Background: an optimization exercise with open tools, aiming at small area. Do not read the settings as production practice. Only simulation tests tie the RTL to the original design; equivalence was not proved. No activity file was given, so power comes from the tool's default toggle rates.

==> design.v <==
module reg_bank_mp #(
  parameter int WL       = 32,
  parameter int AL       = 5,
  parameter int NRD      = 2,
  parameter int ZERO_REG = 1
) (
  input  logic              clk,
  input  logic              rst_n,
  input  logic              wr_en,
  input  logic [AL-1:0]     w_addr,
  input  logic [WL-1:0]     w_data,
  input  logic              rsv_en,
  input  logic [AL-1:0]     rsv_addr,
  input  logic [NRD-1:0]    rd_en,
  input  logic [NRD*AL-1:0] r_addr,
  output logic [NRD*WL-1:0] r_data,
  output logic [NRD-1:0]    r_valid,
  output logic [NRD-1:0]    r_pending
);
  localparam int DEPTH = 1 << AL;
  logic [WL-1:0]    mem_reg [DEPTH];
  logic [DEPTH-1:0] pend_reg;
  logic             wr_ok;
  logic             rsv_ok;
  assign wr_ok  = wr_en  && !((ZERO_REG != 0) && (w_addr == '0));
  assign rsv_ok = rsv_en && !((ZERO_REG != 0) && (rsv_addr == '0));
  always_ff @(posedge clk or negedge rst_n) begin
    if (!rst_n) begin
      for (int e = 0; e < DEPTH; e++) begin
        mem_reg[e] <= '0;
      end
      pend_reg <= '0;
    end else begin
      if (wr_ok) begin
        mem_reg[w_addr]  <= w_data;
        pend_reg[w_addr] <= 1'b0;
      end
      if (rsv_ok) begin
        pend_reg[rsv_addr] <= 1'b1;
      end
    end
  end
  for (genvar gi = 0; gi < NRD; gi++) begin : g_port
    logic [AL-1:0] addr;
    logic          zero_hit;
    logic [WL-1:0] data_next;
    logic          pend_next;
    logic [WL-1:0] data_reg;
    logic          pend_out_reg;
    logic          valid_reg;
    assign addr     = r_addr[gi*AL +: AL];
    assign zero_hit = (ZERO_REG != 0) && (addr == '0);
    always_comb begin
      data_next = mem_reg[addr];
      pend_next = pend_reg[addr];
      if (wr_ok && (w_addr == addr)) begin
        data_next = w_data;
        pend_next = 1'b0;
      end
      if (rsv_ok && (rsv_addr == addr)) begin
        pend_next = 1'b1;
      end
      if (zero_hit) begin
        data_next = '0;
        pend_next = 1'b0;
      end
    end
    always_ff @(posedge clk or negedge rst_n) begin
      if (!rst_n) begin
        data_reg     <= '0;
        pend_out_reg <= 1'b0;
        valid_reg    <= 1'b0;
      end else begin
        valid_reg <= rd_en[gi];
        if (rd_en[gi]) begin
          data_reg     <= data_next;
          pend_out_reg <= pend_next;
        end
      end
    end
    assign r_data[gi*WL +: WL] = data_reg;
    assign r_pending[gi]       = pend_out_reg;
    assign r_valid[gi]         = valid_reg;
  end
endmodule
==> run.sh <==
#!/bin/bash
# synth_recipe.tcl (not shown) runs the flow's synth.tcl, then flattens the netlist and writes it again
# the make line also repeats each setting of config.mk as NAME=value (left out here)
make -C /OpenROAD-flow-scripts/flow DESIGN_CONFIG=/design/flow/config.mk WORK_HOME=/design/flow/orfs CLKGATE_MAP_FILE= SYNTH_SCRIPT=/design/flow/synth_recipe.tcl finish
==> config.mk <==
export PLATFORM = sky130hd
export DESIGN_NAME = reg_bank_mp
export DESIGN_NICKNAME = reg_bank_mp
export VERILOG_FILES = /design/flow/design.v
export SDC_FILE = /design/flow/constraint.sdc
export NUM_CORES = 4
export LEC_CHECK = 0
export CAP_MARGIN = 20
export CORE_MARGIN = 2
export CORE_UTILIZATION = 40
export SLEW_MARGIN = 20
==> constraint.sdc <==
create_clock -name core_clock -period 5.0 [get_ports {clk}]
set_input_delay 1.0000 -clock core_clock [delete_from_list [all_inputs] [get_ports {clk}]]
set_output_delay 1.0000 -clock core_clock [all_outputs]
set_load 0.01 [all_outputs]
==> results.txt <==
* Final Hold Viols at 0
* Worst-Margin Slew at 1.318 ns
* Final Cell Area at 0.06317 sq mm
* Initial antenna violation count at 17
* Setup_tns at 0 ns
* Detailed Route WL at 274,600 um
* R2R depth at 5
* Number of max-cap violations at 0
* Crit Path Class: primary input to flip-flop
* DRC at 0
* Commonest cells after routing, fill and taps aside: 1,092 x dfrtp_1, 1,000 x mux2_2, 411 x a22oi_1
* Clk slew on worst S/H paths at 0.07 ns
* Die W at 373.1 um
* Critical path fanouts, max at 18
* Synth Register Bits at 1,092
* Critical Path Sink Type: flip-flop
* Hold Crit Class: primary input to asynchronous set/reset pin
* Longest Clk Path Bufs at 3
* Netlist cell types at 66
* Post-route ant nets at 0
* Router iterations before antenna repair at 7
* Syn Inst Count at 4,550
* I/O Pins at 126
* CP Launch Type: primary input
* Routed via count at 48.19k
* DP Area at 0.05915 sq mm
* GRT Util Overall at 0.3851
* Number of CTS-inserted buffers at 117
* Via/cell ratio at 7.400
* Leading cell type in the layout, fill and taps excluded: dfrtp_1
* Max FFs per register at 992
* Clk Latency, worst-skew pair at 0.78 ns
* Avg WL per Cell at 42.16 um
* Hold_buf cts at 0
* Synth async-reset ratio at 1.000
* Tcrit/Tclk final at 0.7827
* Post-synth EDFFs at 0
* RR Startpoint: mem_reg[28][15]
* Reg2reg end: g_port[1].data_reg[15]
* Clock Root Buffer: clkbuf_16
* Share of cells above drive strength 1 at 0.3460
* Top-area cell type share of the netlist area at 0.5015
* Initial drt markers at 7,588
* CTS tree: yes
* Final setup vio count at 0
* Synth top area cells: dfrtp_1 50%, mux2_2 21%, a22oi_1 5.7%
* H-tree levels at 3
* Sink Count at 1,092
* Multi-input logic area at 0.02558 sq mm
* Synth Flop Type: dfrtp_1
* # Post-CTS Setup Buffers at 0
* Post-DP HPWL at 168,600 um
* Reg2Reg Setup Slack at 2.61 ns
* Final slew viol count at 0
* Buffers on Ports at 125
* RSZ-0062 raised after global routing: false
* Die Ht at 373.1 um
* Post-synthesis sequential area ratio at 0.5015
* Final GP Congestion at 0.9950
* Syn Area/Cell at 11.98 sq um
* WP data arrival at 4.50 ns
* Status: timing/DRC/antenna clean
* Leakage at 26.78 nW
* Yosys Warn Count at 2
* Synthesized Nets at 4,618
* Sequential cell area at 0.02733 sq mm
* Power consumption at 25.41 mW
* Nets at 4,692
* Die ar. at 0.1392 sq mm
* Global-route wire length before repair at 378,500 um
* Fillcell total at 12.29k
* Area Overhead vs Synth at 15.92%
* Final Critical Period at 3.914 ns
* Critical Path RT at 5.59 ns
* Maximum vdd drop at 304.0 uV
* Max transition margin at 0.1190
* Largest net degree at the start of global routing at 155
* Initial Util at 0.4028
* Site row count at 135
* Post_cts resized at 0
* Core ar. at 0.1353 sq mm
* Clock Skew at 0.04143 ns
* Area leader, netlist: dfrtp_1
* Remaining Overflow, GRT at 0
* Vias in the first global route at 46.45k
* Final Util at 0.4669
* P per Cell Area at 402.3 mW/mm^2
* Fmax at 0.2555 GHz
* Post-Synthesis Cell Area at 0.05449 sq mm
## critical path, stage by stage
cell	delay, ns
buf_2	0.50
or2_2	0.69
nor2_4	0.41
buf_4	0.44
a221oi_1	0.33
nand3_1	0.11
nor4_1	0.80
o21ai_1	0.15
## cell type report
| class | count | area share |
|---|---|---|
| Timing Repair Buffer | 401 | 0.06210 |
| Clock inverter | 48 | 0.008795 |
| Multi-Input combinational cell | 2996 | 0.4049 |
| Sequential cell | 1092 | 0.4326 |
| Tap cell | 1781 | 0.03528 |
| Inverter | 16 | 0.0009508 |
| Clock buffer | 173 | 0.05513 |
| Antenna cell | 6 | 0.0002377 |
## how the worst max path moves through the flow
stage / startpoint / end / slack [ns] / cells past startpoint
after CTS: w_addr[0] / mem_reg[1][18] / 1.37 / 12
after floorplan: w_addr[1] / mem_reg[20][10] / 1.34 / 12
after global placement: w_addr[0] / mem_reg[1][21] / 0.59 / 12
final: r_addr[6] / g_port[1].data_reg[18] / 1.09 / 8
after global routing: w_addr[0] / mem_reg[1][18] / 1.10 / 12
after detailed placement: w_addr[0] / mem_reg[1][16] / 0.57 / 12
## where the power goes
part           switching, mW  leakage (nW)  total [mW]  internal, mW
Clock                   3.90          1.98        9.23          5.33
Combinational           1.92          10.8        3.88          1.96
Sequential              1.69          14.0        12.3          10.6
## logic make-up after synthesis
| group | count (synthesis) | synth area share |
|---|---|---|
| compound gates | 1260 | 0.1712 |
| xor+xnor | 27 | 0.004340 |
| fa+ha+maj | 10 | 0.002296 |
| buf+inv | 462 | 0.03961 |
| flops | 1092 | 0.5015 |
| mux | 1035 | 0.2168 |
| simple gates | 664 | 0.06434 |
## per-layer routing
layer | wire length, um | track usage | vias to the layer above
met1 | 101300 | 0.4968 | 24660
met4 | 23570 | 0.2470 | 20
met2 | 108700 | 0.5318 | 4243
li1 | - | - | 17820
met3 | 40910 | 0.1546 | 1444
met5 | 138 | 0 | -
## cells in the mapped netlist, drive strengths merged (8+ instances only)
cell,instances
a21oi,109
a221oi,225
a22o,225
a22oi,411
a31oi,15
a32oi,21
and3,8
buf,280
clkbuf,166
dfrtp,1092
ha,10
inv,15
mux2,1000
mux2i,19
mux4,16
nand2,123
nand2b,13
nand3,96
nand3b,9
nand4,129
nor2,112
nor2b,49
nor3,66
nor4,30
o21ai,196
xnor2,10
xor2,17
## through the flow
stage	hold WS, ns	setup slack (ns)	cells
2_1_floorplan	0.4753	1.338	4550
3_3_place_gp	0.5010	0.5855	6282
3_5_place_dp	0.5031	0.5743	6283
4_1_cts	0.2420	1.369	6504
5_1_grt	0.2607	1.099	6508
6_report	0.2287	1.086	6513

## afterwards: timing with drivers on the ports
No port has a modelled driver above. Below, the same layout with a new extraction and two added sets of constraints.
Step 1 assumes that a clkbuf_16 drives the clock port and a buf_2 every other input.
Step 2 times the ports against the registers' clock, not the clock port: input delays grow and output delays shrink by t, the midpoint of the rising clock arrivals with the driver on.
Three values: ideal, step 1, step 2; two values: the first two.
t (ns): 0.841
setup slack, ns: 1.086 / 1.147 / 0.306
hold slack, ns: 0.229 / 0.193 / 0.520
worst slew at a driven data input, ns: 0.16
pins driven straight from the clock port: 1
After both steps setup and hold are still met in this run. For this run, drivers alone change the setup slack by +0.061 ns; drivers and shift together by -0.780 ns.
